What follows belongs to an exercise in optimizing a design on an open flow for small area; a production flow would make more cautious choices.
Where RTL was checked, it was by simulation tests only, not by an equivalence proof against the original.
The RTL of runs 3 to 6 was laid out without a check of its function.
Power figures rest on the tool's default switching activity, not on a simulated workload.

File: flow/design.v
module rmr_o22ai (input logic a1, a2, b1, b2, output logic y);
    assign y = ~((a1 | a2) & (b1 | b2));
endmodule
module rmr_aoi222 (input logic a0, b0, a1, b1, a2, b2, output logic y);
    assign y = ~((a0 & b0) | (a1 & b1) | (a2 & b2));
endmodule
module rmr_nand4 (input logic a, b, c, d, output logic y);
    assign y = ~(a & b & c & d);
endmodule
module rmr_nand3 (input logic a, b, c, output logic y);
    assign y = ~(a & b & c);
endmodule
module rmr_nand2 (input logic a, b, output logic y);
    assign y = ~(a & b);
endmodule
module rmr_or4 (input logic a, b, c, d, output logic y);
    assign y = a | b | c | d;
endmodule
module rmr_or3 (input logic a, b, c, output logic y);
    assign y = a | b | c;
endmodule
module rmr_or2 (input logic a, b, output logic y);
    assign y = a | b;
endmodule
module rmr_and2 (input logic a, b, output logic y);
    assign y = a & b;
endmodule
module rmr_and3 (input logic a, b, c, output logic y);
    assign y = a & b & c;
endmodule
module rmr_xor2 (input logic a, b, output logic y);
    assign y = a ^ b;
endmodule
module rmr_sel128 (input logic [127:0] sel, input logic [127:0] d, input logic extra, output logic y);
    logic [43:0] n1;
    logic [10:0] p2;
    logic [2:0]  p3;
    for (genvar g = 0; g < 42; g++) begin : g_l1
        rmr_aoi222 u (.a0(sel[3*g]), .b0(d[3*g]), .a1(sel[3*g+1]), .b1(d[3*g+1]),
                      .a2(sel[3*g+2]), .b2(d[3*g+2]), .y(n1[g]));
    end
    rmr_nand2 u_l1_126 (.a(sel[126]), .b(d[126]), .y(n1[42]));
    rmr_nand2 u_l1_127 (.a(sel[127]), .b(d[127]), .y(n1[43]));
    for (genvar g = 0; g < 11; g++) begin : g_l2
        rmr_nand4 u (.a(n1[4*g]), .b(n1[4*g+1]), .c(n1[4*g+2]), .d(n1[4*g+3]), .y(p2[g]));
    end
    rmr_or4 u_l3_0 (.a(p2[0]), .b(p2[1]), .c(p2[2]), .d(p2[3]), .y(p3[0]));
    rmr_or4 u_l3_1 (.a(p2[4]), .b(p2[5]), .c(p2[6]), .d(p2[7]), .y(p3[1]));
    rmr_or3 u_l3_2 (.a(p2[8]), .b(p2[9]), .c(p2[10]), .y(p3[2]));
    rmr_or4 u_l4 (.a(p3[0]), .b(p3[1]), .c(p3[2]), .d(extra), .y(y));
endmodule
module rmr_sel16 (input logic [15:0] sel, input logic [15:0] d, output logic y);
    logic [5:0] n1;
    logic [1:0] p2;
    for (genvar g = 0; g < 5; g++) begin : g_l1
        rmr_aoi222 u (.a0(sel[3*g]), .b0(d[3*g]), .a1(sel[3*g+1]), .b1(d[3*g+1]),
                      .a2(sel[3*g+2]), .b2(d[3*g+2]), .y(n1[g]));
    end
    rmr_nand2 u_l1_last (.a(sel[15]), .b(d[15]), .y(n1[5]));
    rmr_nand3 u_l2_0 (.a(n1[0]), .b(n1[1]), .c(n1[2]), .y(p2[0]));
    rmr_nand3 u_l2_1 (.a(n1[3]), .b(n1[4]), .c(n1[5]), .y(p2[1]));
    rmr_or2 u_l3 (.a(p2[0]), .b(p2[1]), .y(y));
endmodule
module rmr_or128 (input logic [127:0] a, output logic y);
    logic [31:0] o1;
    logic [7:0]  o2;
    logic [1:0]  o3;
    for (genvar g = 0; g < 32; g++) begin : g_l1
        rmr_or4 u (.a(a[4*g]), .b(a[4*g+1]), .c(a[4*g+2]), .d(a[4*g+3]), .y(o1[g]));
    end
    for (genvar g = 0; g < 8; g++) begin : g_l2
        rmr_or4 u (.a(o1[4*g]), .b(o1[4*g+1]), .c(o1[4*g+2]), .d(o1[4*g+3]), .y(o2[g]));
    end
    rmr_or4 u_l3_0 (.a(o2[0]), .b(o2[1]), .c(o2[2]), .d(o2[3]), .y(o3[0]));
    rmr_or4 u_l3_1 (.a(o2[4]), .b(o2[5]), .c(o2[6]), .d(o2[7]), .y(o3[1]));
    rmr_or2 u_l4 (.a(o3[0]), .b(o3[1]), .y(y));
endmodule
module rmr_or16 (input logic [15:0] a, output logic y);
    logic [3:0] o1;
    for (genvar g = 0; g < 4; g++) begin : g_l1
        rmr_or4 u (.a(a[4*g]), .b(a[4*g+1]), .c(a[4*g+2]), .d(a[4*g+3]), .y(o1[g]));
    end
    rmr_or4 u_l2 (.a(o1[0]), .b(o1[1]), .c(o1[2]), .d(o1[3]), .y(y));
endmodule
module real_mem_to_reg #(
    parameter int DATA_W = 16,
    parameter int MEM_AW = 7,
    parameter int REG_AW = 4
) (
    input  logic              CLK,
    input  logic              RESET_N,
    input  logic [DATA_W-1:0] AData,
    input  logic              MemWrite,
    input  logic [DATA_W-1:0] MemData,
    input  logic              IRWrite,
    input  logic [DATA_W-1:0] IRData,
    input  logic              RegWrite,
    output logic [DATA_W-1:0] AccOut
);
    localparam int MEM_DEPTH = 2 ** MEM_AW;
    localparam int REG_DEPTH = 2 ** REG_AW;
    logic                             phase;
    logic [REG_AW-1:0]                ir;
    logic [MEM_DEPTH-1:0][DATA_W-1:0] mem;
    logic [MEM_DEPTH-1:0]             mem_vld;
    logic [REG_DEPTH-1:0][DATA_W-1:0] regs;
    logic [REG_DEPTH-1:0]             reg_vld;
    logic [MEM_AW-1:0] mem_addr;
    assign mem_addr = AData[MEM_AW-1:0];
    logic [7:0]  lo, lo_we;
    logic [15:0] hi;
    logic [3:0]  ir_lo, ir_lo_we, ir_hi;
    always_comb begin
        for (int l = 0; l < 8; l++) begin
            lo[l]    = mem_addr[2:0] == 3'(l);
            lo_we[l] = MemWrite && mem_addr[2:0] == 3'(l);
        end
        for (int h = 0; h < 16; h++) begin
            hi[h] = mem_addr[6:3] == 4'(h);
        end
        for (int k = 0; k < 4; k++) begin
            ir_lo[k]    = ir[1:0] == 2'(k);
            ir_lo_we[k] = RegWrite && ir[1:0] == 2'(k);
            ir_hi[k]    = ir[3:2] == 2'(k);
        end
    end
    logic [MEM_DEPTH-1:0] mem_we, mem_we_n, mem_vld_d, mem_sel;
    for (genvar i = 0; i < MEM_DEPTH; i++) begin : g_mword
        rmr_and2  u_we  (.a(lo_we[i%8]), .b(hi[i/8]), .y(mem_we[i]));
        rmr_nand2 u_wen (.a(lo_we[i%8]), .b(hi[i/8]), .y(mem_we_n[i]));
        rmr_or2   u_vld (.a(mem_vld[i]), .b(mem_we[i]), .y(mem_vld_d[i]));
        rmr_and3  u_sel (.a(lo[i%8]), .b(hi[i/8]), .c(mem_vld[i]), .y(mem_sel[i]));
    end
    logic [REG_DEPTH-1:0] reg_we, reg_we_n, reg_vld_d, reg_sel;
    for (genvar j = 0; j < REG_DEPTH; j++) begin : g_rword
        rmr_and2  u_we  (.a(ir_lo_we[j%4]), .b(ir_hi[j/4]), .y(reg_we[j]));
        rmr_nand2 u_wen (.a(ir_lo_we[j%4]), .b(ir_hi[j/4]), .y(reg_we_n[j]));
        rmr_or2   u_vld (.a(reg_vld[j]), .b(reg_we[j]), .y(reg_vld_d[j]));
        rmr_and3  u_sel (.a(ir_lo[j%4]), .b(ir_hi[j/4]), .c(reg_vld[j]), .y(reg_sel[j]));
    end
    logic mem_hit, reg_hit, mem_miss_fill, acc_flip;
    rmr_or128 u_mhit (.a(mem_sel), .y(mem_hit));
    rmr_or16  u_rhit (.a(reg_sel), .y(reg_hit));
    assign mem_miss_fill = phase & ~mem_hit;
    rmr_and2 u_flip (.a(phase), .b(reg_hit), .y(acc_flip));
    logic [DATA_W-1:0] mem_line, reg_line;
    logic [MEM_DEPTH-1:0][DATA_W-1:0] mem_d;
    logic [REG_DEPTH-1:0][DATA_W-1:0] regs_d;
    for (genvar b = 0; b < DATA_W; b++) begin : g_bit
        logic [MEM_DEPTH-1:0] mcol;
        logic [REG_DEPTH-1:0] rcol;
        logic                 racc;
        for (genvar i = 0; i < MEM_DEPTH; i++) begin : g_mc
            assign mcol[i] = mem[i][b];
            rmr_o22ai u_nx (.a1(mem[i][b]), .a2(mem_we[i]), .b1(mem_we_n[i]), .b2(mem_line[b]),
                            .y(mem_d[i][b]));
        end
        for (genvar j = 0; j < REG_DEPTH; j++) begin : g_rc
            assign rcol[j] = regs[j][b];
            rmr_o22ai u_nx (.a1(regs[j][b]), .a2(reg_we[j]), .b1(reg_we_n[j]), .b2(reg_line[b]),
                            .y(regs_d[j][b]));
        end
        rmr_xor2   u_mline (.a(MemData[b]), .b(phase), .y(mem_line[b]));
        rmr_sel128 u_mrd (.sel(mem_sel), .d(mcol), .extra(mem_miss_fill), .y(reg_line[b]));
        rmr_sel16  u_rrd (.sel(reg_sel), .d(rcol), .y(racc));
        rmr_xor2   u_acc (.a(racc), .b(acc_flip), .y(AccOut[b]));
    end
    always_ff @(posedge CLK or negedge RESET_N) begin
        if (!RESET_N) begin
            phase <= 1'b0;
        end else begin
            phase <= ~phase;
        end
    end
    always_ff @(posedge CLK or negedge RESET_N) begin
        if (!RESET_N) begin
            ir <= '0;
        end else if (IRWrite) begin
            ir <= IRData[REG_AW-1:0];
        end
    end
    always_ff @(posedge CLK or negedge RESET_N) begin
        if (!RESET_N) begin
            mem_vld <= '0;
            reg_vld <= '0;
        end else begin
            mem_vld <= mem_vld_d;
            reg_vld <= reg_vld_d;
        end
    end
    always_ff @(posedge CLK) begin
        mem  <= mem_d;
        regs <= regs_d;
    end
endmodule
File: flow/flow/run.sh
#!/bin/bash
# Standard layout, with clock tree synthesis run without dummy loads.
set -euo pipefail
export CTS_ARGS="-sink_clustering_enable -repair_clock_nets -dont_use_dummy_load -sink_clustering_size 25 -sink_clustering_max_diameter 80 -buf_list {sky130_fd_sc_hd__clkbuf_8 sky130_fd_sc_hd__clkbuf_16}"
bash standard.sh > standard_make.log 2>&1
File: flow/standard.sh
#!/bin/bash
# synth_recipe.tcl (not shown) runs the flow's synth.tcl, then flattens the netlist and writes it again
# the make line also repeats each setting of config.mk as NAME=value (left out here)
make -C /OpenROAD-flow-scripts/flow DESIGN_CONFIG=/design/flow/config.mk WORK_HOME=/design/flow/orfs CLKGATE_MAP_FILE= SYNTH_SCRIPT=/design/flow/synth_recipe.tcl "${@:-finish}"
File: flow/config.mk
export PLATFORM = sky130hd
export DESIGN_NAME = real_mem_to_reg
export DESIGN_NICKNAME = real_mem_to_reg
export VERILOG_FILES = /design/flow/design.v
export SDC_FILE = /design/flow/constraint.sdc
export NUM_CORES = 4
export LEC_CHECK = 0
export CAP_MARGIN = 10
export CORE_MARGIN = 2
export CORE_UTILIZATION = 50
export CTS_BUF_LIST = sky130_fd_sc_hd__clkbuf_8 sky130_fd_sc_hd__clkbuf_16
export CTS_CLUSTER_DIAMETER = 80
export CTS_CLUSTER_SIZE = 25
export GPL_TIMING_DRIVEN = 0
export SLEW_MARGIN = 10
export SYNTH_HIERARCHICAL = 1
export SYNTH_MINIMUM_KEEP_SIZE = 0
File: flow/constraint.sdc
create_clock -name core_clock -period 8.0 [get_ports {CLK}]
set_input_delay 1.6000 -clock core_clock [delete_from_list [all_inputs] [get_ports {CLK}]]
set_output_delay 1.6000 -clock core_clock [all_outputs]
set_load 0.01 [all_outputs]
==> results.yml, run 1 <==
yosys:
  syn_area_per_cell_um2: 11.9
  yosysTopAreaCell: "dfxtp_1"
  synth_top_area_share_pct: 58.9
  synth_cell_type_count: 30
  synth_common_cells: "2304 x dfxtp_1, 2304 x o22ai_1, 752 x a222oi_1"
  syn_nets: 6612
  ys_ff_latch: 2453
  synthTopCellsByArea: "dfxtp_1 59%, o22ai_1 18%, a222oi_1 9.6%, dfrtp_1 4.8%, nand4_1 1.4%"
  synth-edff-count: 0
  synth_cells: 6559
  yosysSeqAreaShare_pct: 63.7
  yosys_warnings: 7
  async_flop_share_pct: 6.07
  synth_flop_cell: "dfxtp_1"
  synth_area_um2: 78300
die:
  die_w_um: 400
  core_area_um2: 156000
  initial_core_util_pct: 50.2
  row_count: 145
  pin_count: 69
  die_area_um2: 160000
  fp.dieH_um: 400
placement:
  dp_cells: 8793
  place.gp.congestion: 0.880
  place_hpwl_um: 187000
  port_buffers: 47
  pre_cts_ws_ns: 0.0417
  placed_area_um2: 84500
setup_path:
  worstSetupEndpointType: "register"
  cp.arrival_ns: 7.96
  cp-start-kind: "input port"
  crit_type: "in -> reg"
  worstPathRequired_ns: 8.62
  crit_fanout: 24
routing:
  via_count: 67600
  wl_per_cell_um: 32.5
  wl_met1_um: 122000
  wl_um: 290000
  dr.pass1.iters: 9
  maxUsedRoutingLayer: "met5"
  wl_met3_um: 27800
  ant_nets: 0
  drc_errors: 0
  wl_met2_um: 128000
  drt-initial-drc-count: 11700
  via_per_inst: 7.58
power:
  powerDensity_nw_per_um2: 276
  p_comb_share_pct: 10.9
  p_seq_share_pct: 62.6
  p_int_mw: 18.1
  clkPwrFrac_pct: 26.5
  peakVddDrop_mv: 0.213
  total_power_mw: 24.2
  power.switching_mw: 6.10
  swShare_pct: 25.2
  p_leak_nw: 32.0
layout:
  nets: 6908
  drive_gt1_share_pct: 4.36
  fin_cells: 8922
  syn_to_final_growth_pct: 11.8
  finalInstanceArea_um2: 87500
  fillers: 13200
clocking:
  clk_latency_ns: 0.79
  cts_htree_levels: 3
  post_cts_buffers: 0
  root_buffer: "clkbuf_16"
  cts_tree: "done"
  cts_repair_resize_count: 0
  cts_buffer_depth: 3
  clk_pin_slew_ns: 0.09
  cts_sinks: 2453
  cts_hold_buffers: 0
  numCtsBuffers: 118
sta:
  finalCritPeriodShare_pct: 91.7
  timing.fmax_ghz: 0.136
  rsz0062_at_grt: "false"
  min_period_ns: 7.34
  fin_ws_ns: 0.661
  slew_violations: 0
  hold_viol: 0
  skew_ns: 0.0623
  setup_viol: 0
  relSlewSlack_pct: 16.3
  worstMarginPinSlew_ns: 1.26
  setup_tns_ns: 0
global_route:
  grt-ovfl-total: 0
  antenna_found_initial: 27
  grt_max_degree: 86
  grt.total_usage_pct: 34.6
  grt_pass1_vias: 61200
  grt_pass1_wl_um: 418000
outcome:
  outcome: "timing/DRC/antenna clean"
job:
  drv_cap: 0
hold_path:
  min_path_type: "reg -> reg"
==> path summary, 6_finish.rpt <==
check,startpoint,to,slack [ns],depth (start not counted)
setup / recovery,AData[5],regs[139],0.66,11
hold / removal,regs[253],regs[253],0.44,1
setup reg to reg,mem_vld[80],regs[139],2.75,8
hold reg to reg,regs[253],regs[253],0.44,1
max in group asynchronous,RESET_N,phase,6.08,2
min in group asynchronous,RESET_N,mem_vld[117],0.80,1
==> per-stage QoR <==
step	utilization, %	hold WS (ns)
5_1_grt	56.1	0.454
3_3_place_gp	52.2	0.428
2_1_floorplan	-	0.421
6_report	56.1	0.445
4_1_cts	56.1	0.444
3_5_place_dp	54.2	0.436
==> cell type report <==
cell class / instances / area (um^2) / area share (%)
Sequential cell: 2453 / 49900 / 57.0
Clock buffer: 118 / 2950 / 3.38
Antenna cell: 11 / 27.5 / 0.0315
Inverter: 1 / 3.75 / 0.00429
Tap cell: 2058 / 2570 / 2.94
Buffer: 7 / 71.3 / 0.0815
Timing Repair Buffer: 176 / 3280 / 3.75
Multi-Input combinational cell: 4098 / 28700 / 32.8
==> state kept, by name (all words and copies together), names as in the netlist <==
name / cells
phase: 1
reg_vld: 16
regs: 256
mem: 2048
ir: 4
mem_vld: 128
==> per-layer routing <==
| layer | vias up | GRT usage (%) |
|---|---|---|
| li1 | 29200 | - |
| met1 | 34300 | 49.6 |
| met2 | 3616 | 51.8 |
| met3 | 540 | 6.41 |
| met4 | 10 | 12.7 |
| met5 | - | 0 |
==> modules after synthesis (local to each module, per instance), a selection <==
module           flip-flops and latches  cells inside
real_mem_to_reg                    2453          2510
rmr_aoi222                            0             1
rmr_xor2                              0             1
rmr_or4                               0             1
rmr_and2                              0             1
rmr_and3                              0             1
rmr_nand4                             0             1
rmr_o22ai                             0             1
rmr_or2                               0             1
rmr_or3                               0             1
rmr_nand3                             0             1
rmr_nand2                             0             1
==> placed cells by master, fill, tap and decap left out, types with 11 or more instances in the layout <==
master | netlist | final
a222oi_1 | 752 | 752
and2_1 | 147 | 147
and3_1 | 146 | 145
buf_12 | 0 | 63
buf_16 | 0 | 48
buf_6 | 5 | 14
clkbuf_16 | 0 | 118
clkdlybuf4s50_1 | 0 | 46
dfrtp_1 | 149 | 148
dfxtp_1 | 2304 | 2304
diode_2 | 0 | 11
nand2_1 | 192 | 192
nand3_1 | 32 | 32
nand4_1 | 176 | 176
o22ai_1 | 2304 | 2304
or2_1 | 161 | 161
or3_1 | 16 | 16
or4_1 | 95 | 95
xor2_1 | 32 | 16
xor2_4 | 0 | 16
==> power groups by stage <==
stage	clock network [mW]	registers, mW	logic, mW
2_1_floorplan	0	15.1	1.64
3_5_place_dp	0	15.4	2.59
3_3_place_gp	0	15.3	2.36
6_report	6.41	15.1	2.63
5_1_grt	6.88	15.3	2.80
4_1_cts	6.46	15.1	2.58
==> critical path, stage by stage <==
cell and delay (ns):
clkdlybuf4s50_1 0.60, buf_6 0.26, and4b_1 0.58, and3_1 0.59, or4_1 0.79, or4_1 0.70, or4_1 0.62, or2_1 0.32
nor2b_1 0.69, or4_1 0.92, o22ai_1 0.20
==> cell families after synthesis <==
kind of cell	share of synthesized area [%]
DFF	63.7
and+or+nand+nor	7.78
muxes	0.0575
xor gates and xnor gates	0.358
buffers and inverters	0.0959
AOI/OAI and AO/OA	28.0
==> run 2, diff against run 1 <==
==> flow/run.sh (new file) <==
#!/bin/bash
# synth_recipe.tcl (not shown) runs the flow's synth.tcl, then flattens the netlist and writes it again
# the make line also repeats each setting of config.mk as NAME=value (left out here)
make -C /OpenROAD-flow-scripts/flow DESIGN_CONFIG=/design/flow/config.mk WORK_HOME=/design/flow/orfs CLKGATE_MAP_FILE= SYNTH_SCRIPT=/design/flow/synth_recipe.tcl finish
removed: flow/flow/run.sh
removed: flow/standard.sh
==> run 2 against run 1 <==
Net effect:
- combinational power about the same
- synthesized cell count unchanged
- flip-flop and latch count unchanged
- critical path depth unchanged
- setup slack got worse by 0.014 ns
- global-route usage increased by 0.062 points
- clock-buffer cell count increased by 10
- via count increased by 0.27%
- critical path type unchanged
==> results.yml, run 2 <==
outcome:
  outcome: "timing/DRC/antenna clean"
layout:
  nets: 6908
  reg.largest.list: "mem (2048), regs (256), mem_vld (128)"
  fillers: 13200
  largest-register: "mem"
  ff_latch_area_um2: 49900
  syn_to_final_growth_pct: 13.0
  largest_reg_flops: 2048
  drive_gt1_share_pct: 5.05
  multi_input_area_um2: 28700
  layout_common_cells: "2304 x o22ai_1, 2304 x dfxtp_1, 752 x a222oi_1, 192 x nand2_1, 176 x nand4_1"
power:
  p_comb_share_pct: 10.5
  clkPwrFrac_pct: 29.3
  p_int_mw: 18.8
  swShare_pct: 25.3
  total_power_mw: 25.1
  p_leak_nw: 32.5
  powerDensity_nw_per_um2: 284
  power.switching_mw: 6.35
  p_seq_share_pct: 60.2
  peakVddDrop_mv: 0.201
yosys:
  async_flop_share_pct: 6.07
  synth_flop_cell: "dfxtp_1"
  syn_area_per_cell_um2: 11.9
  yosysSeqAreaShare_pct: 63.7
  synth_top_area_share_pct: 58.9
  synth_cell_type_count: 30
  yosysTopAreaCell: "dfxtp_1"
  synth-edff-count: 0
  synth_common_cells: "2304 x dfxtp_1, 2304 x o22ai_1, 752 x a222oi_1"
  syn_nets: 6612
  synth_cells: 6559
  ys_ff_latch: 2453
  synth_area_um2: 78300
  yosys_warnings: 7
  synthTopCellsByArea: "dfxtp_1 59%, o22ai_1 18%, a222oi_1 9.6%, dfrtp_1 4.8%, nand4_1 1.4%"
sta:
  hold_viol: 0
  min_period_ns: 7.35
  timing.fmax_ghz: 0.136
  setup_viol: 0
  finalCritPeriodShare_pct: 91.9
  slew_violations: 0
  rsz0062_at_grt: "false"
  setup_tns_ns: 0
  skew_ns: 0.0441
  worstMarginPinSlew_ns: 1.26
  relSlewSlack_pct: 15.8
setup_path:
  worstPathRequired_ns: 8.62
  cp.arrival_ns: 7.97
  worstSetupEndpointType: "register"
  cp-start-kind: "input port"
  crit_type: "in -> reg"
  crit_fanout: 24
routing:
  via_count: 67800
  ant_nets: 0
  drc_errors: 0
  wl_um: 291000
  wl_per_cell_um: 32.3
  dr.pass1.iters: 8
  drt-initial-drc-count: 11900
  via_per_inst: 7.53
clocking:
  post_cts_buffers: 0
  cts_repair_resize_count: 0
  cts_tree: "done"
  cts_sinks: 2453
  cts_htree_levels: 3
  clk_pin_slew_ns: 0.08
  root_buffer: "clkbuf_16"
  numCtsBuffers: 118
  clk_latency_ns: 0.80
  cts_hold_buffers: 0
  cts_buffer_depth: 3
die:
  row_count: 145
  die_w_um: 400
  core_area_um2: 156000
  fp.dieH_um: 400
  die_area_um2: 160000
  initial_core_util_pct: 50.2
  pin_count: 69
placement:
  port_buffers: 47
  place_hpwl_um: 187000
  place.gp.congestion: 0.880
global_route:
  grt_pass1_vias: 61200
  antenna_found_initial: 29
  grt.total_usage_pct: 34.6
  grt_max_degree: 86
  grt-ovfl-total: 0
  grt_pass1_wl_um: 419000
job:
  drv_cap: 0
hold_path:
  min_path_type: "reg -> reg"
==> run 2: cell counts after synthesis <==
Identical to the previous run, type by type.
==> run 2: logic make-up (layout without fill, tap and decap cells) <==
kind of cell	after synthesis	after routing	synth area share, %
XOR/XNOR	32	32	0.358
flip-flops	2453	2453	63.7
AND/OR/NAND/NOR	1006	1006	7.78
other	0	8	0
multiplexers	4	4	0.0575
buffers and inverters	8	385	0.0959
AO/OA/AOI/OAI	3056	3056	28.0
==> run 2: per-layer routing <==
layer / share of wire, % / wire, um / GRT usage (%)
met5: 0.053 / 153 / 0
met3: 9.7 / 28200 / 6.36
met4: 4.1 / 11900 / 12.4
met2: 44 / 129000 / 51.9
met1: 42 / 122000 / 49.9
==> run 2: worst paths after layout <==
check	start	to	slack (ns)	depth (start not counted)
setup / recovery	AData[5]	regs[251]	0.65	11
hold / removal	mem[1463]	mem[1463]	0.45	1
setup reg to reg	mem_vld[93]	regs[251]	2.75	8
hold reg to reg	mem[1463]	mem[1463]	0.45	1
max in group asynchronous	RESET_N	phase	6.09	2
min in group asynchronous	RESET_N	mem_vld[117]	0.78	1
==> run 2: per-stage QoR <==
stage / hold WS [ns] / area, um^2 / utilization, % / cells / setup WS [ns]
final: 0.447 / 88500 / 56.8 / 9002 / 0.648
after global routing: 0.456 / 88400 / 56.8 / 8994 / 0.662
after CTS: 0.448 / 88400 / 56.8 / 8994 / 0.869
after detailed placement: 0.436 / 84500 / 54.2 / 8793 / 0.0417
after global placement: 0.428 / 81300 / 52.2 / 8664 / -5.70
after floorplan: 0.421 / 78300 / - / 6559 / 1.35
==> run 2: worst max-delay path, stage by stage <==
cell and delay [ns]:
clkdlybuf4s50_1 0.60, buf_6 0.26, and4b_1 0.59, and3_1 0.60, or4_1 0.79, or4_1 0.69, or4_1 0.62, or2_1 0.32
nor2b_1 0.71, or4_1 0.90, o22ai_1 0.21
==> run 2: layout make-up <==
| class | count | share of cell area [%] |
|---|---|---|
| Sequential cell | 2453 | 56.4 |
| Multi-Input combinational cell | 4098 | 32.5 |
| Timing Repair Buffer | 176 | 3.71 |
| Clock buffer | 128 | 3.60 |
| Tap cell | 2058 | 2.91 |
| Clock inverter | 73 | 0.857 |
| Buffer | 7 | 0.0806 |
| Antenna cell | 8 | 0.0226 |
| Inverter | 1 | 0.00424 |
==> run 2: Yosys stat by module (local to each module, per instance), excerpt <==
module,cells inside,flip-flops and latches,times used
rmr_or2,1,0,161
rmr_aoi222,1,0,752
rmr_o22ai,1,0,2304
rmr_or4,1,0,95
rmr_nand4,1,0,176
rmr_nand3,1,0,32
rmr_and3,1,0,144
rmr_and2,1,0,145
==> run 2: power by group through the flow <==
| stage | sequential [mW] | clock (mW) | combinational, mW |
|---|---|---|---|
| after floorplan | 15.1 | 0 | 1.64 |
| after global placement | 15.3 | 0 | 2.36 |
| after detailed placement | 15.4 | 0 | 2.59 |
| after CTS | 15.1 | 7.44 | 2.59 |
| after global routing | 15.3 | 7.87 | 2.80 |
| final | 15.1 | 7.37 | 2.63 |
==> run 3, diff against run 2 <==
--- a/flow/design.v
+++ b/flow/design.v
@@ -22,4 +22,7 @@
 module rmr_or2 (input logic a, b, output logic y);
     assign y = a | b;
+endmodule
+module rmr_inv (input logic a, output logic y);
+    assign y = ~a;
 endmodule
 module rmr_and2 (input logic a, b, output logic y);
@@ -127,6 +130,6 @@
     logic [MEM_DEPTH-1:0] mem_we, mem_we_n, mem_vld_d, mem_sel;
     for (genvar i = 0; i < MEM_DEPTH; i++) begin : g_mword
-        rmr_and2  u_we  (.a(lo_we[i%8]), .b(hi[i/8]), .y(mem_we[i]));
         rmr_nand2 u_wen (.a(lo_we[i%8]), .b(hi[i/8]), .y(mem_we_n[i]));
+        rmr_inv   u_we  (.a(mem_we_n[i]), .y(mem_we[i]));
         rmr_or2   u_vld (.a(mem_vld[i]), .b(mem_we[i]), .y(mem_vld_d[i]));
         rmr_and3  u_sel (.a(lo[i%8]), .b(hi[i/8]), .c(mem_vld[i]), .y(mem_sel[i]));
@@ -134,6 +137,6 @@
     logic [REG_DEPTH-1:0] reg_we, reg_we_n, reg_vld_d, reg_sel;
     for (genvar j = 0; j < REG_DEPTH; j++) begin : g_rword
-        rmr_and2  u_we  (.a(ir_lo_we[j%4]), .b(ir_hi[j/4]), .y(reg_we[j]));
         rmr_nand2 u_wen (.a(ir_lo_we[j%4]), .b(ir_hi[j/4]), .y(reg_we_n[j]));
+        rmr_inv   u_we  (.a(reg_we_n[j]), .y(reg_we[j]));
         rmr_or2   u_vld (.a(reg_vld[j]), .b(reg_we[j]), .y(reg_vld_d[j]));
         rmr_and3  u_sel (.a(ir_lo[j%4]), .b(ir_hi[j/4]), .c(reg_vld[j]), .y(reg_sel[j]));
==> flow/flow/run.sh (new file) <==
#!/bin/bash
# Standard layout, with clock tree synthesis run without dummy loads.
set -euo pipefail
export CTS_ARGS="-sink_clustering_enable -repair_clock_nets -dont_use_dummy_load -sink_clustering_size 25 -sink_clustering_max_diameter 60 -buf_list {sky130_fd_sc_hd__clkbuf_8 sky130_fd_sc_hd__clkbuf_16}"
bash standard.sh > standard_make.log 2>&1
==> flow/standard.sh (new file) <==
#!/bin/bash
# synth_recipe.tcl (not shown) runs the flow's synth.tcl, then flattens the netlist and writes it again
# the make line also repeats each setting of config.mk as NAME=value (left out here)
make -C /OpenROAD-flow-scripts/flow DESIGN_CONFIG=/design/flow/config.mk WORK_HOME=/design/flow/orfs CLKGATE_MAP_FILE= SYNTH_SCRIPT=/design/flow/synth_recipe.tcl "${@:-finish}"
==> flow/config.mk (replaced) <==
export PLATFORM = sky130hd
export DESIGN_NAME = real_mem_to_reg
export DESIGN_NICKNAME = real_mem_to_reg
export VERILOG_FILES = /design/flow/design.v
export SDC_FILE = /design/flow/constraint.sdc
export NUM_CORES = 4
export LEC_CHECK = 0
export CAP_MARGIN = 0
export CORE_MARGIN = 2
export CORE_UTILIZATION = 60
export GPL_TIMING_DRIVEN = 0
export SLEW_MARGIN = 0
export SYNTH_HIERARCHICAL = 1
export SYNTH_MINIMUM_KEEP_SIZE = 0
removed: flow/run.sh
==> run 3 against run 2 <==
Net effect:
- sequential share of layout area rose by 1.1 points
- setup slack better by 0.24 ns
- synthesized cell count unchanged
- die area down 17%
- power down 1.4%
- register-to-register slack improved by 0.11 ns
- worst hold slack lost 0.0053 ns
- routed wire length decreased by 4.1%
- cell count decreased by 4.4%
- maximum frequency up 3.3%
- critical path depth stayed put
- largest power group unchanged
==> results.yml, run 3 <==
sta:
  worstMarginPinSlew_ns: 1.40
  hold_viol: 0
  rsz0062_at_grt: "false"
  skew_ns: 0.0486
  min_period_ns: 7.12
  timing.fmax_ghz: 0.141
  setup_tns_ns: 0
  finalCritPeriodShare_pct: 88.9
  setup_viol: 0
  slew_violations: 0
  relSlewSlack_pct: 6.81
die:
  pin_count: 69
  die_area_um2: 133000
  die_w_um: 364
  row_count: 132
  fp.dieH_um: 364
  core_area_um2: 129000
  initial_core_util_pct: 60.3
yosys:
  ys_ff_latch: 2453
  synth_common_cells: "2304 x dfxtp_1, 2304 x o22ai_1, 752 x a222oi_1"
  yosys_warnings: 7
  synth_mux_area_share_pct: 0.0578
  yosysTopAreaCell: "dfxtp_1"
  synth_flop_cell: "dfxtp_1"
  synth_cell_type_count: 30
  syn_area_per_cell_um2: 11.9
  yosysSeqAreaShare_pct: 64.0
  synthXorXnorAreaFrac_pct: 0.360
  async_flop_share_pct: 6.07
  synthAdderAreaFrac_pct: 0
  synth_compound_area_share_pct: 28.2
  synthTopCellsByArea: "dfxtp_1 59%, o22ai_1 18%, a222oi_1 9.7%, dfrtp_1 4.8%, nand4_1 1.4%"
  synth_area_um2: 77900
  synth-edff-count: 0
  syn_nets: 6612
  synth-simple-area-share_pct: 6.66
  synth_cells: 6559
  synth_top_family_by_area: "compound AO/OA/AOI/OAI gates"
  synth_top_area_share_pct: 59.2
clocking:
  cts_repair_resize_count: 0
  post_cts_buffers: 0
  clk_latency_ns: 0.81
  cts_tree: "done"
  root_buffer: "clkbuf_16"
  cts_hold_buffers: 0
  cts_sinks: 2453
  cts_htree_levels: 4
  cts_buffer_depth: 3
  numCtsBuffers: 144
  clk_pin_slew_ns: 0.07
placement:
  place.gp.congestion: 0.880
  port_buffers: 47
  place_hpwl_um: 178000
  placed_area_um2: 83200
power:
  p_int_mw: 18.6
  p_seq_share_pct: 61.2
  p_comb_share_pct: 10.3
  peakVddDrop_mv: 0.229
  clkPwrFrac_pct: 28.5
  swShare_pct: 24.8
  power.switching_mw: 6.15
  total_power_mw: 24.8
  p_leak_nw: 33.1
  powerDensity_nw_per_um2: 285
layout:
  largest_reg_flops: 2048
  finalInstanceArea_um2: 86800
  drive_gt1_share_pct: 4.39
  nets: 6910
  largest-register: "mem"
  reg.largest.list: "mem (2048), regs (256), mem_vld (128)"
  fin_util_pct: 67.2
  syn_to_final_growth_pct: 11.4
  layout_common_cells: "2304 x o22ai_1, 2304 x dfxtp_1, 752 x a222oi_1, 192 x nand2_1, 176 x nand4_1"
hold_path:
  min_path_type: "reg -> reg"
  worstHoldStart: "mem[550]"
global_route:
  grt_pass1_vias: 62100
  grt-ovfl-total: 0
  grt.total_usage_pct: 40.1
  grt_pass1_wl_um: 405000
  antenna_found_initial: 20
  grt_use_met3_pct: 10.0
  grt_max_degree: 79
  use_met2_pct: 59.4
  grt.busiest_layer: "met2"
  met1_usage_pct: 54.6
routing:
  ant_nets: 0
  drt-initial-drc-count: 12000
  via_per_inst: 7.95
  via_count: 68400
  wl_um: 279000
  dr.pass1.iters: 10
  wl_per_cell_um: 32.4
  drc_errors: 0
job:
  drv_cap: 0
setup_path:
  slowest_stage: "or4_1"
  worstSetupEndpointType: "register"
  crit_chain: "clkdlybuf4s50_1, buf_4, and3b_2, and3_1, or4_1, or4_1, or4_1, or2_1, nor2b_1, or4_1, o22ai_1"
  cp.arrival_ns: 7.72
  path_buf_inv: 2
  r2r-start: "mem_vld[87]"
  cp-start-kind: "input port"
  worstSetupStartpoint: "AData[2]"
  cpMostUsedCell: "or4_1"
  crit_family: "simple AND/OR/NAND/NOR gates"
  slowest_delay_ns: 0.88
  worstPathRequired_ns: 8.61
  crit_fanout: 18
  crit_type: "in -> reg"
outcome:
  outcome: "timing/DRC/antenna clean"
## run 3: changes by cell type after synthesis, sizes merged
| cell | previous run | this run |
|---|---|---|
| inv | 1 | 145 |
| and2 | 147 | 3 |
## run 3: modules after synthesis, one instance, submodules excluded, a selection
module / area, um^2 / flops+latches
rmr_aoi222: 10.0 / 0
rmr_nand4: 6.26 / 0
real_mem_to_reg: 50500 / 2453
rmr_inv: 3.75 / 0
rmr_or4: 7.51 / 0
rmr_and3: 6.26 / 0
rmr_or3: 6.26 / 0
rmr_and2: 6.26 / 0
rmr_xor2: 8.76 / 0
rmr_nand3: 5.00 / 0
## run 3: worst reg2reg max path: cells and delay by family (launching register included)
kind / cells / cell delay (ns)
compound gates: 1 / 0.23
flops: 1 / 0.38
simple gates: 7 / 4.34
## run 3: power groups by stage
stage                     Combinational, mW  Clock, mW  Sequential [mW]
after floorplan                        1.63          0             15.1
after global placement                 2.29          0             15.3
after detailed placement               2.50          0             15.4
after CTS                              2.49       7.08             15.1
after global routing                   2.71       7.53             15.3
final                                  2.55       7.07             15.2
## run 3: routing by layer
metal | routed length [um] | share of wire, %
met5 | 134 | 0.048
met4 | 16100 | 5.8
met3 | 32800 | 12
met2 | 123000 | 44
met1 | 107000 | 38
## run 3: worst paths after layout
| kind | endpoint | cells past startpoint | slack [ns] |
|---|---|---|---|
| max in group asynchronous | phase | 2 | 6.17 |
| min in group asynchronous | mem_vld[85] | 1 | 0.72 |
| setup / recovery | regs[249] | 11 | 0.88 |
| setup reg to reg | regs[249] | 8 | 2.86 |
| hold / removal | mem[550] | 1 | 0.44 |
| hold reg to reg | mem[550] | 1 | 0.44 |
## run 3: cells by family after synthesis
family / count (synthesis)
compound gates: 3056
xor+xnor: 32
flops: 2453
simple gates: 862
mux: 4
buf+inv: 152
## run 3: cell type report
type,instances,area [um^2]
Multi-Input combinational cell,3954,27800
Clock buffer,144,3600
Timing Repair Buffer,152,2740
Sequential cell,2453,49900
Fill cell,9972,42300
Tap cell,1742,2180
Inverter,145,544
Antenna cell,12,30.0
Buffer,7,71.3
## run 3: through the flow
step           std cells  hold slack [ns]  worst slack [ns]
5_1_grt             8597            0.454             0.806
3_5_place_dp        8453            0.436             0.272
3_3_place_gp        8348            0.428             -5.43
2_1_floorplan       6559            0.421              1.35
6_report            8609            0.441             0.885
4_1_cts             8597            0.443              1.10
==> run 4, diff against run 3 <==
==> flow/flow/run.sh (replaced) <==
#!/bin/bash
# Standard layout, with clock tree synthesis run without dummy loads.
set -euo pipefail
export CTS_ARGS="-sink_clustering_enable -repair_clock_nets -dont_use_dummy_load -sink_clustering_size 30 -sink_clustering_max_diameter 60 -buf_list {sky130_fd_sc_hd__clkbuf_8 sky130_fd_sc_hd__clkbuf_16}"
bash standard.sh > standard_make.log 2>&1
--- a/flow/config.mk
+++ b/flow/config.mk
@@ -6,9 +6,9 @@
 export NUM_CORES = 4
 export LEC_CHECK = 0
-export CAP_MARGIN = 0
+export CAP_MARGIN = 10
 export CORE_MARGIN = 2
 export CORE_UTILIZATION = 60
 export GPL_TIMING_DRIVEN = 0
-export SLEW_MARGIN = 0
+export SLEW_MARGIN = 10
 export SYNTH_HIERARCHICAL = 1
 export SYNTH_MINIMUM_KEEP_SIZE = 0
==> run 4 against run 3 <==
Net effect:
- routed wire length about the same
- non-clock buffer count is 15 higher
- sequential share of layout area is 0.31 points lower
- highest routed layer unchanged
- still clean
- worst hold slack gained 0.00060 ns
==> results.yml, run 4 <==
outcome:
  outcome: "timing/DRC/antenna clean"
routing:
  ant_nets: 0
  wl_um: 279000
  wl_per_cell_um: 32.3
  drc_errors: 0
  via_per_inst: 7.90
  via_count: 68100
  dr.pass1.iters: 10
  drt-initial-drc-count: 12100
placement:
  port_buffers: 47
  placed_area_um2: 83700
  place_hpwl_um: 180000
  pre_cts_ws_ns: 0.277
  dp_cells: 8468
  place.gp.congestion: 0.880
die:
  pin_count: 69
  die_area_um2: 133000
  initial_core_util_pct: 60.3
  row_count: 132
  fp.dieH_um: 364
  core_area_um2: 129000
  die_w_um: 364
sta:
  hold_viol: 0
  rsz0062_at_grt: "false"
  setup_viol: 0
  skew_ns: 0.0633
  worstMarginPinSlew_ns: 1.34
  holdWs_ns: 0.442
  timing.fmax_ghz: 0.139
  setup_tns_ns: 0
  relSlewSlack_pct: 10.4
  min_period_ns: 7.18
  finalCritPeriodShare_pct: 89.7
  slew_violations: 0
  fin_ws_ns: 0.821
yosys:
  synth_cell_type_count: 30
  yosysSeqAreaShare_pct: 64.0
  async_flop_share_pct: 6.07
  synth_cells: 6559
  yosys_warnings: 7
  synthTopCellsByArea: "dfxtp_1 59%, o22ai_1 18%, a222oi_1 9.7%, dfrtp_1 4.8%, nand4_1 1.4%"
  syn_nets: 6612
  synth_flop_cell: "dfxtp_1"
  synth-edff-count: 0
  synth_top_area_share_pct: 59.2
  synth_area_um2: 77900
  synth_common_cells: "2304 x dfxtp_1, 2304 x o22ai_1, 752 x a222oi_1"
  yosysTopAreaCell: "dfxtp_1"
  ys_ff_latch: 2453
  syn_area_per_cell_um2: 11.9
setup_path:
  worstPathRequired_ns: 8.57
  cp-start-kind: "input port"
  crit_type: "in -> reg"
  worstSetupEndpointType: "register"
  cp.arrival_ns: 7.75
  crit_fanout: 17
power:
  power.switching_mw: 6.12
  clkPwrFrac_pct: 28.4
  peakVddDrop_mv: 0.220
  powerDensity_nw_per_um2: 284
  p_leak_nw: 33.3
  p_comb_share_pct: 10.4
  p_seq_share_pct: 61.2
  total_power_mw: 24.8
  swShare_pct: 24.7
  p_int_mw: 18.7
clocking:
  cts_htree_levels: 4
  root_buffer: "clkbuf_16"
  clk_latency_ns: 0.81
  post_cts_buffers: 0
  numCtsBuffers: 144
  cts_repair_resize_count: 0
  cts_sinks: 2453
  cts_hold_buffers: 0
  cts_buffer_depth: 3
  clk_pin_slew_ns: 0.07
  cts_tree: "done"
layout:
  reg.largest.list: "mem (2048), regs (256), mem_vld (128)"
  finalInstanceArea_um2: 87300
  syn_to_final_growth_pct: 12.0
  layout_common_cells: "2304 x o22ai_1, 2304 x dfxtp_1, 752 x a222oi_1, 192 x nand2_1, 176 x nand4_1"
  largest-register: "mem"
  fin_cells: 8630
  drive_gt1_share_pct: 4.60
  nets: 6925
  fin_util_pct: 67.6
  largest_reg_flops: 2048
global_route:
  grt-ovfl-total: 0
  grt_pass1_wl_um: 406000
  grt_max_degree: 79
  grt.total_usage_pct: 40.2
  antenna_found_initial: 31
  grt_pass1_vias: 62400
job:
  drv_cap: 0
hold_path:
  min_path_type: "reg -> reg"
## run 4: cell families (layout without fill, tap and decap cells)
family                 after synthesis  after routing  share of synthesized area (%)
multiplexers                         4              4                         0.0578
buffers and inverters              152            463                          0.790
flip-flops                        2453           2453                           64.0
AO/OA/AOI/OAI                     3056           3056                           28.2
XOR/XNOR                            32             32                          0.360
AND/OR/NAND/NOR                    862            862                           6.66
other                                0             18                              0
## run 4: worst max-delay path, cell delays in order
cell and delay [ns]:
clkdlybuf4s50_1 0.66, buf_4 0.27, and3b_2 0.45, buf_16 0.27
and3_1 0.41, or4_1 0.57, or4_1 0.75, or4_1 0.71
or2_1 0.30, nor2b_1 0.63, or4_1 0.91, o22ai_1 0.21
## run 4: layout make-up
type                       instances  area [um^2]
sequential                      2453        49900
buffer                             7         71.3
inverter                         145          544
fill                            9859        41900
antenna                           18         45.0
timing repair buffer             167         3200
clock buffer                     144         3600
tap                             1742         2180
multi-input combinational       3954        27800
## run 4: worst paths after layout
path                        startpoint           to  slack (ns)  cells past startpoint
setup / recovery              AData[2]     regs[90]        0.82                     12
hold / removal                mem[741]     mem[741]        0.44                      1
setup reg to reg           mem_vld[87]     regs[90]        2.80                      8
hold reg to reg               mem[741]     mem[741]        0.44                      1
max in group asynchronous      RESET_N        phase        6.17                      2
min in group asynchronous      RESET_N  mem_vld[86]        0.76                      1
## run 4: modules after synthesis (local to each module, per instance), a selection
module	copies in the design	cell area [um^2]
rmr_or3	16	6.26
rmr_nand3	32	5.00
rmr_nand4	176	6.26
rmr_and3	144	6.26
rmr_or4	95	7.51
rmr_inv	144	3.75
rmr_or2	161	6.26
rmr_aoi222	752	10.0
real_mem_to_reg	1	50500
rmr_and2	1	6.26
rmr_o22ai	2304	6.26
## run 4: routing by layer
layer / wire length [um] / vias to the layer above / part of all wire [%] / GRT usage (%)
met2: 123000 / 4271 / 44 / 59.9
met1: 108000 / 34000 / 39 / 55.2
li1: - / 29000 / - / -
met3: 31800 / 791 / 11 / 9.31
met4: 15700 / 34 / 5.6 / 19.7
met5: 222 / - / 0.080 / 0
## run 4: power groups by stage
stage,Sequential (mW),Clock [mW],Combinational (mW)
global placement,15.3,0,2.29
CTS,15.1,7.07,2.53
global route,15.4,7.51,2.74
detailed placement,15.4,0,2.53
floorplan,15.1,0,1.63
finish,15.2,7.03,2.59
==> run 5, diff against run 4 <==
==> flow/flow/run.sh (replaced) <==
#!/bin/bash
# Standard layout, with clock tree synthesis run without dummy loads.
set -euo pipefail
export CTS_ARGS="-sink_clustering_enable -repair_clock_nets -dont_use_dummy_load -sink_clustering_size 25 -sink_clustering_max_diameter 100 -buf_list {sky130_fd_sc_hd__clkbuf_8 sky130_fd_sc_hd__clkbuf_16}"
bash standard.sh > standard_make.log 2>&1
==> run 5 against run 4 <==
Net effect:
- still clean
- sequential share of layout area is 0.61 points higher
- power fell by 3.7%
- cell count shrank 0.50%
- die area is the same
- clock power is 13% lower
- combinational power about the same
- worst hold slack about the same
- non-clock buffer count did not move
- clock skew up 0.011 ns
- highest routed layer unchanged
==> results.yml, run 5 <==
outcome:
  outcome: "timing/DRC/antenna clean"
yosys:
  synthAdderAreaFrac_pct: 0
  async_flop_share_pct: 6.07
  yosysTopAreaCell: "dfxtp_1"
  yosys_warnings: 7
  synthTopCellsByArea: "dfxtp_1 59%, o22ai_1 18%, a222oi_1 9.7%, dfrtp_1 4.8%, nand4_1 1.4%"
  synth-edff-count: 0
  synth_cell_type_count: 30
  yosysSeqAreaShare_pct: 64.0
  synth_mux_area_share_pct: 0.0578
  synth_flop_cell: "dfxtp_1"
  synth_top_family_by_area: "compound AO/OA/AOI/OAI gates"
  syn_nets: 6612
  synth-simple-area-share_pct: 6.66
  synth_compound_area_share_pct: 28.2
  synth_common_cells: "2304 x dfxtp_1, 2304 x o22ai_1, 752 x a222oi_1"
  synth_area_um2: 77900
  synth_top_area_share_pct: 59.2
  syn_area_per_cell_um2: 11.9
  synth_cells: 6559
  ys_ff_latch: 2453
  synthXorXnorAreaFrac_pct: 0.360
sta:
  rsz0062_at_grt: "false"
  skew_ns: 0.0747
  slew_violations: 0
  setup_viol: 0
  setup_tns_ns: 0
  hold_viol: 0
  worstMarginPinSlew_ns: 1.36
  finalCritPeriodShare_pct: 89.6
  timing.fmax_ghz: 0.140
  holdWs_ns: 0.442
  min_period_ns: 7.17
  relSlewSlack_pct: 9.35
die:
  fp.dieH_um: 364
  die_w_um: 364
  core_area_um2: 129000
  die_area_um2: 133000
  row_count: 132
  initial_core_util_pct: 60.3
  pin_count: 69
global_route:
  grt_pass1_wl_um: 406000
  grt_max_degree: 79
  grt-ovfl-total: 0
  grt.total_usage_pct: 40.1
  antenna_found_initial: 24
  grt_pass1_vias: 61900
routing:
  ant_nets: 0
  via_count: 67700
  wl_per_cell_um: 32.4
  dr.pass1.iters: 11
  drt-initial-drc-count: 11900
  drc_errors: 0
  wl_um: 278000
  via_per_inst: 7.88
setup_path:
  crit_type: "in -> reg"
  worstSetupEndpointType: "register"
  crit_fanout: 17
  crit_end: "regs[185]"
  rr_worst_depth: 8
  rr_endpoint: "regs[185]"
  cp-start-kind: "input port"
  worstSetupStartpoint: "AData[2]"
  rrSetupSlack_ns: 2.83
  r2r-start: "mem_vld[80]"
  cp.arrival_ns: 7.73
  worstPathRequired_ns: 8.56
clocking:
  cts_tree: "done"
  root_buffer: "clkbuf_16"
  clk_pin_slew_ns: 0.10
  clk_latency_ns: 0.76
  post_cts_buffers: 0
  cts_buffer_depth: 3
  cts_sinks: 2453
  numCtsBuffers: 108
  cts_htree_levels: 3
  cts_hold_buffers: 0
  cts_repair_resize_count: 0
placement:
  place_hpwl_um: 180000
  place.gp.congestion: 0.880
  dp_cells: 8468
  port_buffers: 47
hold_path:
  min_path_type: "reg -> reg"
  whs_path_depth: 1
layout:
  drive_gt1_share_pct: 4.10
  fin_cells: 8587
  layout_common_cells: "2304 x o22ai_1, 2304 x dfxtp_1, 752 x a222oi_1, 192 x nand2_1, 176 x nand4_1"
  largest_reg_flops: 2048
  nets: 6889
  largest-register: "mem"
  reg.largest.list: "mem (2048), regs (256), mem_vld (128)"
  syn_to_final_growth_pct: 10.9
power:
  p_seq_share_pct: 63.5
  clkPwrFrac_pct: 25.6
  p_comb_share_pct: 10.8
  p_int_mw: 17.9
  p_leak_nw: 32.9
  swShare_pct: 25.1
  power.switching_mw: 5.99
  powerDensity_nw_per_um2: 276
  peakVddDrop_mv: 0.185
job:
  drv_cap: 0
[run 5: cell count changes in the layout (fill, tap and decap cells not counted)]
cell	before	now
clkbuf_16	144	108
diode_2	18	11
[run 5: per-layer routing]
metal	vias to the layer above	global-route usage (%)	part of all wire, %	wire (um)
li1	28900	-	-	-
met1	33800	55.3	39	108000
met2	4190	59.7	44	122000
met3	779	8.89	12	32100
met4	28	19.8	5.6	15600
met5	-	0	0.066	184
[run 5: layout make-up]
type / instances / area [um^2]
repair buffers: 167 / 3200
diodes: 11 / 27.5
plain buffers: 7 / 71.3
fillers: 9977 / 42800
flip-flops and latches: 2453 / 49900
clock buffers: 108 / 2700
well taps: 1742 / 2180
multi-input cells: 3954 / 27800
inverters: 145 / 544
[run 5: how the worst min path moves through the flow]
stage	start	end	slack [ns]
finish	mem[1502]	mem[1502]	0.44
global route	mem[1505]	mem[1505]	0.45
CTS	mem[1502]	mem[1502]	0.44
detailed placement	mem[149]	mem[149]	0.44
global placement	mem[302]	mem[302]	0.43
floorplan	mem[0]	mem[0]	0.42
[run 5: logic make-up after synthesis]
family | count (synthesis)
AND/OR/NAND/NOR | 862
XOR/XNOR | 32
multiplexers | 4
AO/OA/AOI/OAI | 3056
buffers and inverters | 152
flip-flops | 2453
[run 5: power groups by stage]
stage	Combinational, mW	Sequential [mW]	Clock (mW)
floorplan	1.63	15.1	0
detailed placement	2.53	15.4	0
finish	2.59	15.2	6.11
global placement	2.29	15.3	0
global route	2.74	15.4	6.57
CTS	2.52	15.1	6.13
[run 5: critical path: stages]
cell and delay, ns:
clkdlybuf4s50_1 0.64, buf_4 0.27, and3b_2 0.45, buf_16 0.26
and3_1 0.41, or4_1 0.57, or4_1 0.74, or4_1 0.71
or2_1 0.30, nor2b_1 0.61, or4_1 0.90, o22ai_1 0.22
[run 5: metrics by stage]
step	setup WS [ns]	power [mW]	util (%)	instance area [um^2]
after detailed placement	0.277	17.9	64.8	83700
final	0.833	23.9	66.9	86400
after CTS	1.03	23.8	66.9	86400
after global placement	-5.43	17.6	62.4	80600
after global routing	0.824	24.7	66.9	86400
after floorplan	1.35	16.8	-	77900
[run 5: Yosys stat by module, one instance, submodules excluded, excerpt]
module	flops+latches	cells inside	copies in the design
rmr_and2	0	1	1
rmr_or3	0	1	16
real_mem_to_reg	2453	2510	1
rmr_or2	0	1	161
rmr_or4	0	1	95
rmr_nand2	0	1	192
rmr_nand3	0	1	32
rmr_o22ai	0	1	2304
rmr_inv	0	1	144
rmr_aoi222	0	1	752
==> run 6, diff against run 5 <==
--- a/flow/design.v
+++ b/flow/design.v
@@ -147,5 +147,6 @@
     assign mem_miss_fill = phase & ~mem_hit;
     rmr_and2 u_flip (.a(phase), .b(reg_hit), .y(acc_flip));
-    logic [DATA_W-1:0] mem_line, reg_line;
+    logic [DATA_W-1:0] reg_line;
+    logic [DATA_W-1:0][MEM_DEPTH/16-1:0] mem_line;
     logic [MEM_DEPTH-1:0][DATA_W-1:0] mem_d;
     logic [REG_DEPTH-1:0][DATA_W-1:0] regs_d;
@@ -156,5 +157,5 @@
         for (genvar i = 0; i < MEM_DEPTH; i++) begin : g_mc
             assign mcol[i] = mem[i][b];
-            rmr_o22ai u_nx (.a1(mem[i][b]), .a2(mem_we[i]), .b1(mem_we_n[i]), .b2(mem_line[b]),
+            rmr_o22ai u_nx (.a1(mem[i][b]), .a2(mem_we[i]), .b1(mem_we_n[i]), .b2(mem_line[b][i/16]),
                             .y(mem_d[i][b]));
         end
@@ -164,5 +165,7 @@
                             .y(regs_d[j][b]));
         end
-        rmr_xor2   u_mline (.a(MemData[b]), .b(phase), .y(mem_line[b]));
+        for (genvar k = 0; k < MEM_DEPTH / 16; k++) begin : g_ml
+            rmr_xor2 u_mline (.a(MemData[b]), .b(phase), .y(mem_line[b][k]));
+        end
         rmr_sel128 u_mrd (.sel(mem_sel), .d(mcol), .extra(mem_miss_fill), .y(reg_line[b]));
         rmr_sel16  u_rrd (.sel(reg_sel), .d(rcol), .y(racc));
==> run 6 against run 5 <==
Net effect:
- combinational power about the same
- worst hold slack improved by 0.0023 ns
- sequential power about the same
- maximum frequency increased by 0.66%
- synthesized area increased by 1.3%
- routed wire length increased by 2.8%
- global-route usage increased by 0.46 points
- clock skew decreased by 0.018 ns
- critical endpoint is now regs[227]
- largest cell class unchanged
==> results.yml, run 6 <==
yosys:
  synth_top_area_share_pct: 58.5
  yosysTopAreaCell: "dfxtp_1"
  synth_top_family_by_area: "compound AO/OA/AOI/OAI gates"
  syn_nets: 6724
  yosys_warnings: 7
  yosysSeqAreaShare_pct: 63.2
  synth_common_cells: "2304 x dfxtp_1, 2304 x o22ai_1, 752 x a222oi_1"
  synthXorXnorAreaFrac_pct: 1.60
  synth_mux_area_share_pct: 0.0571
  synth_flop_cell: "dfxtp_1"
  synth_cells: 6671
  synth_area_um2: 78900
  synth-edff-count: 0
  synthTopCellsByArea: "dfxtp_1 58%, o22ai_1 18%, a222oi_1 9.5%, dfrtp_1 4.7%, xor2_1 1.6%"
  synth-simple-area-share_pct: 6.58
  syn_area_per_cell_um2: 11.8
  synth_compound_area_share_pct: 27.8
  synth_cell_type_count: 30
  async_flop_share_pct: 6.07
  synthAdderAreaFrac_pct: 0
  ys_ff_latch: 2453
hold_path:
  worstHoldStart: "mem[1531]"
  hold_end: "mem[1531]"
  whs_path_depth: 1
  min_path_type: "reg -> reg"
global_route:
  met1_usage_pct: 59.1
  grt-ovfl-total: 0
  grt_pass1_wl_um: 416000
  grt_pass1_vias: 62200
  grt_max_degree: 83
  antenna_found_initial: 21
  grt.busiest_layer: "met1"
  use_met2_pct: 57.3
  grt_use_met3_pct: 10.8
  grt.total_usage_pct: 40.5
die:
  die_area_um2: 134000
  row_count: 133
  initial_core_util_pct: 60.2
  die_w_um: 367
  core_area_um2: 131000
  fp.dieH_um: 367
  pin_count: 69
placement:
  place_hpwl_um: 186000
  placed_area_um2: 84500
  port_buffers: 47
  dp_cells: 8611
  place.gp.congestion: 0.961
sta:
  finalCritPeriodShare_pct: 89.0
  setup_viol: 0
  relSlewSlack_pct: 8.09
  skew_ns: 0.0567
  setup_tns_ns: 0
  rsz0062_at_grt: "false"
  timing.fmax_ghz: 0.140
  min_period_ns: 7.12
  hold_viol: 0
  slew_violations: 0
  worstMarginPinSlew_ns: 1.38
job:
  drv_cap: 0
layout:
  largest-register: "mem"
  ff_latch_area_um2: 49900
  nets: 7019
  syn_to_final_growth_pct: 10.6
  fin_util_pct: 66.6
  reg.largest.list: "mem (2048), regs (256), mem_vld (128)"
  layout_common_cells: "2304 x o22ai_1, 2304 x dfxtp_1, 752 x a222oi_1, 192 x nand2_1, 176 x nand4_1"
  finalInstanceArea_um2: 87200
  drive_gt1_share_pct: 6.12
  fillers: 10300
  fin_cells: 8739
  multi_input_area_um2: 29400
  largest_reg_flops: 2048
routing:
  drc_errors: 0
  via_count: 68700
  dr.pass1.iters: 10
  drt-initial-drc-count: 12700
  ant_nets: 0
  wl_per_cell_um: 32.7
  via_per_inst: 7.86
  wl_um: 286000
clocking:
  cts_sinks: 2453
  clk_pin_slew_ns: 0.09
  root_buffer: "clkbuf_16"
  numCtsBuffers: 108
  cts_htree_levels: 3
  cts_tree: "done"
  clk_latency_ns: 0.76
  cts_buffer_depth: 3
  cts_repair_resize_count: 0
  post_cts_buffers: 0
  cts_hold_buffers: 0
outcome:
  outcome: "timing/DRC/antenna clean"
power:
  peakVddDrop_mv: 0.201
  powerDensity_nw_per_um2: 273
  total_power_mw: 23.8
  p_leak_nw: 33.0
setup_path:
  rr_worst_depth: 8
  cp-start-kind: "input port"
  cp.arrival_ns: 7.70
  r2r-start: "mem_vld[80]"
  crit_fanout: 17
  rr_endpoint: "regs[227]"
  worstPathRequired_ns: 8.58
  worstSetupEndpointType: "register"
  crit_type: "in -> reg"
  rrSetupSlack_ns: 2.85
[run 6: changes by cell type in the layout (fill, tap and decap cells not counted), moves of 43 or more]
| cell | change |
|---|---|
| buf_12 | -47 |
| buf_8 | +45 |
| xor2_2 | +128 |
| buf_6 | +62 |
| buf_16 | -43 |
[run 6: metal layers]
metal / wire, um / vias to the layer above
li1: - / 29300
met1: 115000 / 34400
met2: 121000 / 4390
met3: 36600 / 557
met4: 13500 / 8
met5: 48 / -
[run 6: worst max-delay path by stage]
stage,start,endpoint
after global routing,AData[0],regs[224]
after global placement,RESET_N,mem_vld[94]
final,AData[2],regs[227]
after detailed placement,AData[2],regs[76]
after CTS,AData[2],regs[224]
after floorplan,phase,AccOut[0]
[run 6: Yosys stat by module, one instance, submodules excluded, a selection]
module | flip-flops and latches | times used
rmr_or3 | 0 | 16
real_mem_to_reg | 2453 | 1
rmr_xor2 | 0 | 144
rmr_and2 | 0 | 1
rmr_or4 | 0 | 95
rmr_nand4 | 0 | 176
rmr_o22ai | 0 | 2304
rmr_inv | 0 | 144
[run 6: through the flow]
step | setup WS, ns | hold WS [ns]
floorplan | 1.42 | 0.421
global placement | -2.46 | 0.428
detailed placement | 0.374 | 0.436
CTS | 1.18 | 0.445
global route | 0.852 | 0.455
finish | 0.880 | 0.445
[run 6: worst max-delay path: stages]
cell             delay (ns)
clkdlybuf4s50_1        0.55
buf_4                  0.27
and3b_2                0.46
buf_16                 0.28
and3_1                 0.42
or4_1                  0.69
or4_1                  0.76
or4_1                  0.57
or2_1                  0.23
nor2b_1                0.75
or4_1                  0.86
o22ai_1                0.19
[run 6: area by class of cell]
cell class / count / share of cell area (%)
Multi-Input combinational cell: 4066 / 33.8
Clock buffer: 108 / 3.10
Antenna cell: 20 / 0.0574
Timing Repair Buffer: 185 / 2.72
Buffer: 7 / 0.0817
Inverter: 145 / 0.624
Sequential cell: 2453 / 57.1
Tap cell: 1755 / 2.52
[run 6: cell families (layout without fill, tap and decap cells)]
kind of cell,count (synthesis),after routing
flops,2453,2453
xor+xnor,144,144
buf+inv,152,445
compound gates,3056,3056
simple gates,862,862
other cells,0,20
mux,4,4
[run 6: power by group]
group / leakage, nW / total (mW) / switching [mW] / internal (mW)
clock network: 1.33 / 6.10 / 3.69 / 2.41
registers: 22.3 / 15.1 / 0.991 / 14.2
logic: 9.39 / 2.57 / 1.31 / 1.26
==> run 7, diff against run 6 <==
--- a/flow/design.v
+++ b/flow/design.v
@@ -34,4 +34,7 @@
 module rmr_xor2 (input logic a, b, output logic y);
     assign y = a ^ b;
+endmodule
+module rmr_xnor2 (input logic a, b, output logic y);
+    assign y = ~(a ^ b);
 endmodule
 module rmr_sel128 (input logic [127:0] sel, input logic [127:0] d, input logic extra, output logic y);
@@ -147,5 +150,5 @@
     assign mem_miss_fill = phase & ~mem_hit;
     rmr_and2 u_flip (.a(phase), .b(reg_hit), .y(acc_flip));
-    logic [DATA_W-1:0] reg_line;
+    logic [DATA_W-1:0] reg_line, mem_line_n;
     logic [DATA_W-1:0][MEM_DEPTH/16-1:0] mem_line;
     logic [MEM_DEPTH-1:0][DATA_W-1:0] mem_d;
@@ -165,6 +168,7 @@
                             .y(regs_d[j][b]));
         end
+        rmr_xnor2  u_mline (.a(MemData[b]), .b(phase), .y(mem_line_n[b]));
         for (genvar k = 0; k < MEM_DEPTH / 16; k++) begin : g_ml
-            rmr_xor2 u_mline (.a(MemData[b]), .b(phase), .y(mem_line[b][k]));
+            rmr_inv u_mldrv (.a(mem_line_n[b]), .y(mem_line[b][k]));
         end
         rmr_sel128 u_mrd (.sel(mem_sel), .d(mcol), .extra(mem_miss_fill), .y(reg_line[b]));
--- a/flow/config.mk
+++ b/flow/config.mk
@@ -8,6 +8,7 @@
 export CAP_MARGIN = 10
 export CORE_MARGIN = 2
-export CORE_UTILIZATION = 60
+export CORE_UTILIZATION = 70
 export GPL_TIMING_DRIVEN = 0
+export PLACE_DENSITY = 0.78
 export SLEW_MARGIN = 10
 export SYNTH_HIERARCHICAL = 1
==> run 7 against run 6 <==
Net effect:
- still clean on timing, DRC and antenna
- clock power fell by 0.7%
- non-clock buffer count fell by 98
- maximum frequency rose by 0.66%
- worst hold slack improved by 0.0014 ns
- via count rose by 1.1%
- routed wire length fell by 3.6%
==> results.yml, run 7 <==
power:
  p_comb_share_pct: 10.5
  p_int_mw: 17.8
  p_leak_nw: 32.6
  peakVddDrop_mv: 0.223
  power.switching_mw: 5.99
  powerDensity_nw_per_um2: 282
  p_seq_share_pct: 64.0
  swShare_pct: 25.2
  clkPwrFrac_pct: 25.5
  total_power_mw: 23.8
clocking:
  clk_pin_slew_ns: 0.10
  root_buffer: "clkbuf_16"
  cts_buffer_depth: 3
  cts_hold_buffers: 0
  numCtsBuffers: 108
  cts_htree_levels: 3
  clk_latency_ns: 0.74
  cts_tree: "done"
  post_cts_buffers: 0
  cts_sinks: 2453
  cts_repair_resize_count: 0
die:
  core_area_um2: 111000
  initial_core_util_pct: 70.7
  row_count: 122
  die_area_um2: 115000
  pin_count: 69
  die_w_um: 339
  fp.dieH_um: 339
layout:
  largest-register: "mem"
  fin_util_pct: 76.1
  nets: 6937
  reg.largest.list: "mem (2048), regs (256), mem_vld (128)"
  syn_to_final_growth_pct: 7.50
  layout_common_cells: "2304 x o22ai_1, 2304 x dfxtp_1, 752 x a222oi_1, 273 x inv_1, 192 x nand2_1"
  drive_gt1_share_pct: 2.91
  largest_reg_flops: 2048
routing:
  wl_per_cell_um: 32.9
  wl_um: 276000
  drc_errors: 0
  dr.pass1.iters: 17
  ant_nets: 0
  via_per_inst: 8.27
  drt-initial-drc-count: 15100
  via_count: 69400
global_route:
  grt.total_usage_pct: 45.6
  grt_pass1_wl_um: 403000
  grt-ovfl-total: 0
  antenna_found_initial: 27
  grt_pass1_vias: 63000
  grt_max_degree: 84
sta:
  skew_ns: 0.0503
  slew_violations: 0
  setup_viol: 0
  hold_viol: 0
  finalCritPeriodShare_pct: 88.4
  min_period_ns: 7.07
  worstMarginPinSlew_ns: 1.43
  relSlewSlack_pct: 4.84
  timing.fmax_ghz: 0.141
  setup_tns_ns: 0
  rsz0062_at_grt: "false"
yosys:
  synth_top_area_share_pct: 58.8
  synth_cell_type_count: 31
  yosysTopAreaCell: "dfxtp_1"
  syn_area_per_cell_um2: 11.7
  yosys_warnings: 7
  syn_nets: 6740
  synth_cells: 6687
  synth_area_um2: 78400
  ys_ff_latch: 2453
  yosysSeqAreaShare_pct: 63.6
  async_flop_share_pct: 6.07
  synth-edff-count: 0
  synth_flop_cell: "dfxtp_1"
  synth_common_cells: "2304 x dfxtp_1, 2304 x o22ai_1, 752 x a222oi_1"
  synthTopCellsByArea: "dfxtp_1 59%, o22ai_1 18%, a222oi_1 9.6%, dfrtp_1 4.8%, nand4_1 1.4%"
setup_path:
  worstPathRequired_ns: 8.57
  r2r-start: "mem_vld[80]"
  rr_worst_depth: 8
  crit_type: "in -> reg"
  cp-start-kind: "input port"
  rr_endpoint: "regs[21]"
  crit_fanout: 17
  rrSetupSlack_ns: 2.85
  worstSetupEndpointType: "register"
  cp.arrival_ns: 7.65
placement:
  port_buffers: 47
  place_hpwl_um: 176000
  place.gp.congestion: 1.00
hold_path:
  whs_path_depth: 1
  worstHoldStart: "mem[1050]"
  hold_end: "mem[1050]"
  min_path_type: "reg -> reg"
job:
  drv_cap: 0
outcome:
  outcome: "timing/DRC/antenna clean"
run 7: cell types whose count changed after synthesis:
cell | previous run | this run
xnor2_1 | 0 | 16
xor2_1 | 144 | 16
inv_1 | 145 | 273
run 7: power groups by stage:
| stage | registers [mW] | logic, mW | clock network [mW] |
|---|---|---|---|
| after floorplan | 15.1 | 1.62 | 0 |
| after global placement | 15.3 | 2.25 | 0 |
| after detailed placement | 15.4 | 2.41 | 0 |
| after CTS | 15.1 | 2.41 | 6.03 |
| after global routing | 15.4 | 2.64 | 6.45 |
| final | 15.2 | 2.50 | 6.06 |
run 7: metrics by stage:
step	cell area (um^2)	worst slack, ns	cells	hold slack [ns]
floorplan	78400	2.85	6687	0.421
global placement	80700	-2.17	8222	0.428
detailed placement	81500	0.433	8262	0.436
CTS	84200	1.20	8370	0.442
global route	84200	0.922	8375	0.456
finish	84300	0.927	8394	0.446
run 7: layout make-up:
| class | instances | area [um^2] |
|---|---|---|
| clock buffer | 108 | 2700 |
| antenna | 24 | 60.1 |
| multi-input combinational | 3954 | 27600 |
| inverter | 273 | 1020 |
| timing repair buffer | 87 | 1080 |
| tap | 1488 | 1860 |
| fill | 7524 | 26500 |
| buffer | 7 | 71.3 |
| sequential | 2453 | 49900 |
run 7: critical path, cell delays in order:
cell and delay [ns]:
clkdlybuf4s50_1 0.55, buf_4 0.26, and3b_2 0.43, buf_16 0.27
and3_1 0.42, or4_1 0.59, or4_1 0.78, or4_1 0.69
or2_1 0.30, nor2b_1 0.63, or4_1 0.86, o22ai_1 0.24
run 7: Yosys stat by module (local to each module, per instance), excerpt:
module	times used	area [um^2]
rmr_or3	16	6.26
rmr_inv	272	3.75
rmr_and3	144	6.26
real_mem_to_reg	1	50500
rmr_nand4	176	6.26
rmr_aoi222	752	10.0
rmr_or4	95	7.51
rmr_and2	1	6.26
rmr_nand3	32	5.00
rmr_xor2	16	8.76
rmr_nand2	192	3.75
rmr_or2	161	6.26
rmr_o22ai	2304	6.26
rmr_xnor2	16	8.76
run 7: kinds of logic (layout without fill, tap and decap cells):
kind of cell / count (synthesis) / after routing / share of synthesized area [%]
simple gates: 862 / 862 / 6.62
mux: 4 / 4 / 0.0574
flops: 2453 / 2453 / 63.6
other cells: 0 / 24 / 0
xor+xnor: 32 / 32 / 0.357
compound gates: 3056 / 3056 / 28.0
buf+inv: 280 / 475 / 1.40
run 7: worst max path at each step:
stage	endpoint	cells after the start	slack (ns)	from
after detailed placement	regs[21]	12	0.43	AData[2]
after global placement	mem_vld[94]	1	-2.17	RESET_N
after floorplan	regs[0]	10	2.85	AData[2]
final	regs[21]	12	0.93	AData[2]
after global routing	regs[185]	12	0.92	AData[2]
after CTS	regs[21]	12	1.20	AData[2]
run 7: metal layers:
metal  track usage, %  vias up  wire [um]
li1                 -    29000          -
met1             62.4    34100     101000
met2             64.1     5352     114000
met3             13.8      904      40900
met4             26.5       20      20000
met5                0        -        185

[afterwards: timing with drivers on the ports]
The results above use ideal ports. As a check the final layouts listed here were re-extracted and re-timed, cells and wires unchanged.
Step 1, drivers: a clkbuf_16 drives CLK and a buf_2 each remaining input, both assumed.
Step 2 also shifts input and output timing later by t, the mid clock arrival at the registers, as if the neighbouring blocks saw the same clock.
Three values: no drivers, after step 1, after step 2; two values: the first two.
| run | t (ns) | setup slack, ns |
|---|---|---|
| run 1 | 0.852 | 0.661 / 0.723 / -0.129 |
| run 2 | 0.866 | 0.648 / 0.710 / -0.156 |
| run 3 | 0.858 | 0.885 / 0.915 / 0.057 |
| run 4 | 0.851 | 0.821 / 0.839 / -0.012 |
| run 5 | 0.794 | 0.833 / 0.849 / 0.055 |
| run 6 | 0.815 | 0.880 / 0.919 / 0.104 |
| run 7 | 0.804 | 0.927 / 0.973 / 0.169 |
With both steps, setup timing fails in run 1, run 2 and run 4, where it was met with ideal ports.
